This design comes from an exercise in tuning for small area, a short achievable clock period and few clock cycles per item on the open sky130 flow, not from production work.
Function was checked by simulation only, so behaviour that the tests miss may differ from the original.

## job 8856
// complex_div
module complex_div #(
  parameter int data_in_w  = 8,
  parameter int data_out_w = 16,
  parameter int frac_w     = 8
) (
  input  logic                         clk,
  input  logic                         reset_n,
  input  logic signed [data_in_w-1:0]  a_real,
  input  logic signed [data_in_w-1:0]  a_imag,
  input  logic signed [data_in_w-1:0]  b_real,
  input  logic signed [data_in_w-1:0]  b_imag,
  input  logic                         in_valid,
  output logic                         in_ready,
  output logic signed [data_out_w-1:0] out_real,
  output logic signed [data_out_w-1:0] out_imag,
  output logic                         out_valid,
  input  logic                         out_ready,
  output logic                         div_zero,
  output logic                         sat
);
  localparam int NS = 16;    
  localparam int DW = 16;    
  localparam int SPS = 1;    
  localparam int NT = NS / SPS;  
  logic          adv;                
  logic [NT+4:0] vld;                
  logic          kv;                 
  logic          push, pop, o_free;
  assign in_ready = adv;
  logic [7:0] ar0, ai0, br0, bi0;
  ...
For scale: roughly 6400 cells after synthesis, about 72 I/O pins, roughly 76000 sq um of cells after synthesis.
clock: 7.0 ns
lec_check: 0
abc_area: 1
cap_margin: 20
core_margin: 2
core_utilization: 60
cts_buf_list: sky130_fd_sc_hd__clkbuf_8
cts_cluster_size: 24
setup_slack_margin: 3.8
slew_margin: 20
run.sh (not shown) runs the stock make flow with config.mk's settings and CLKGATE_MAP_FILE= SYNTH_SCRIPT=/design/flow/synth_recipe.tcl, a recipe that flattens the netlist after the stock synthesis.
Testbench counts of job 8856, summed over its fixed seeds: cycles 3,376, items 3,200.
Input changes introduced in job 989 (baseline for comparison: job 8856):
Settings: changing SETUP_SLACK_MARGIN from 3.8 to 3.9.
==> results.txt <==
- Job 8856: done, clean on timing, DRC and antenna
- In summary, job 989 completed successfully, with a layout that passed the timing, DRC and antenna checks.
- Looking only at final critical-path required period, and setting everything else aside, the lower value of job 989 and job 8856 goes to job 989.
- Worst-case hold slack across job 989 and job 8856: no real change.
- Maximum achievable frequency ends up lower on job 8856.
- As far as relative area of clock buffers and inverters in the final design is concerned, job 989 and job 8856 perform about the same.
- Higher clock skew after layout among job 989 and job 8856: job 8856
- On routed wire length, job 989 and job 8856 are basically level.
- As far as final standard cell count with taps included and fillers excluded is concerned, job 8856 and job 989 perform about the same.
- Job 989 vs. job 8856: sequential share of layout area went down by 0.19 points.
- As far as die extent in y goes, job 8856 and job 989 are indistinguishable; the numbers are identical.
Relative to job 989, the following input files were edited for job 3084:
Settings: ABC_AREA no longer set, was 1; SETUP_SLACK_MARGIN now 3.8, was 3.9.
--- outcome ---
Final period demand of the worst path came out higher on job 3084 than on job 989. STATUS clock skew: job 3084 wins against job 989. Compared with job 989, job 3084 ends up with more cell area. Job 989 → job 3084: number of cells in the finished layout apart from fillers shrank by 797, routed wire length shrank by 9400 um, layout overhead on the synthesized area grew by 2.3 points. Compare job 3084 and job 989 | cell count of the worst reg-to-reg path higher: job 3084. Compared job 3084 vs job 989, and distinct cell type count after synthesis is up in job 3084.
Input-level comparison between job 205 and job 3084:
Settings: changing CORE_UTILIZATION from 60 to 70.
Findings:
- Diff job 205..job 3084 | post-synthesis cell count | unchanged
- Re signed area change from the synthesized netlist to the final layout: job 3084 and job 205 aren't equal, and the lower value belongs to job 205.
- Job 205 vs job 3084 on per-cell via count in the routed design: job 205 is the higher one.
- When the final numbers for job 3084 and job 205 were put side by side, the post-route standard cell area excluding fillers turned out to be greater in job 3084.
- Higher global-route usage over all layers was reported by job 205, not job 3084.
- Job 205 vs job 3084 — sequential share of layout area rose 0.36 points.

---

== v26 ==
complex_div again, from the RTL that the note above started with.
clock: 7.0 ns
lec_check: 0
cap_margin: 20
core_margin: 2
core_utilization: 60
cts_buf_list: sky130_fd_sc_hd__clkbuf_8
cts_cluster_size: 24
setup_slack_margin: 4.0
slew_margin: 20
v26: no failed stages, no open violations at the end
Testbench counts of v26, summed over its fixed seeds: cycles 3,376, items 3,200.
Input-level comparison between v6 and v26:
Settings: ABC_CLOCK_PERIOD_IN_PS: unset -> 3100; SETUP_SLACK_MARGIN: 4.0 -> 3.8.
[summary]
v26 has lower post-route fraction of the period consumed by the critical path than v6.
The lower delay of the slowest cell on the worst path of v6 and v26 is in v6.
met2 wire length ended up about 2.4% lower on v6 than on v26.
Compared with v26, v6 shows number of non-clock buffers that has gone down by more than a quarter.
For v43, these inputs were changed with respect to v6:
Settings: CTS_BUF_LIST: sky130_fd_sc_hd__clkbuf_8 -> unset; ABC_CLOCK_PERIOD_IN_PS: 3100 -> unset; CTS_CLUSTER_SIZE: 24 -> unset.
==> comparison <==
- Both conditions hold for v43: the flow ran to the end and the final layout passed the timing, DRC and antenna checks.
- v6: flow completed, timing, DRC and antenna clean
- Compared with v6, in v43 fraction of standard cell area that is sequential went down, number of vias after detailed routing went down.
Changes in v39 relative to v43:
Settings: putting ABC_AREA at 1 where nothing was set; putting CTS_CLUSTER_SIZE at 24 where nothing was set; putting CTS_BUF_LIST at sky130_fd_sc_hd__clkbuf_8 sky130_fd_sc_hd__clkbuf_16 where nothing was set.
==> results.txt <==
Of v39 and v43, the higher final hold slack belongs to v43. When v39 is set beside v43, its final area turns out to be 890 µm² smaller. Changes observed in v39 relative to v43: number of different library cells in the post-synthesis netlist down 35%. The maximum clock frequency of v39 is higher than that of v43. The met2 layer wire length in the routed design of v39 is higher than that of v43. Compared to v43, v39 has arrival time of data at the critical path endpoint 1.91 ns lower. Of v39 and v43, the run reporting the lower utilization after layout was v39. Higher per-cell routed wire length goes to v43 over v39. For v39, the category of the critical setup timing path was reg -> out, unlike v43, where it was reg -> reg.

## static timing again, ports no longer ideal
How much do the figures lean on ideal ports? The routed layouts below were timed once more, with nothing changed but the port constraints.
Step 1: set_driving_cell puts a clkbuf_16 on clk and a buf_2 on each other input, an assumption about the parent block.
Step 2 also shifts input and output timing later by t, the mid clock arrival at the registers, as if the neighbouring blocks saw the same clock.
Slacks: ideal / step 1 / step 2; pairs: ideal / step 1.
run	t, ns	setup WS [ns]	hold WS [ns]	worst setup path after step 2	worst slew at a driven data input, ns
job 8856	1.002	3.901 / 3.837 / 3.901	0.397 / 0.376 / 0.397	register to register	0.07
job 989	1.000	3.919 / 3.919 / 3.919	0.398 / 0.378 / 0.398	register to register	0.07
job 3084	0.990	3.895 / 3.862 / 3.744	0.413 / 0.390 / 0.413	input to register	0.05
job 205	0.952	3.835 / 3.793 / 3.835	0.398 / 0.398 / 0.398	register to register	0.05
v26	0.991	3.910 / 3.887 / 3.742	0.412 / 0.381 / 0.412	input to register	0.05
v6	0.990	3.895 / 3.862 / 3.744	0.413 / 0.390 / 0.413	input to register	0.05
v43	0.833	3.843 / 3.843 / 3.725	0.408 / 0.408 / 0.408	input to register	0.05
v39	0.837	3.871 / 3.798 / 3.899	0.396 / 0.396 / 0.396	register to register	0.07
After both steps every run listed still meets setup and hold. For v26, which loses most, drivers alone change the setup slack by -0.023 ns; drivers and shift together by -0.168 ns.
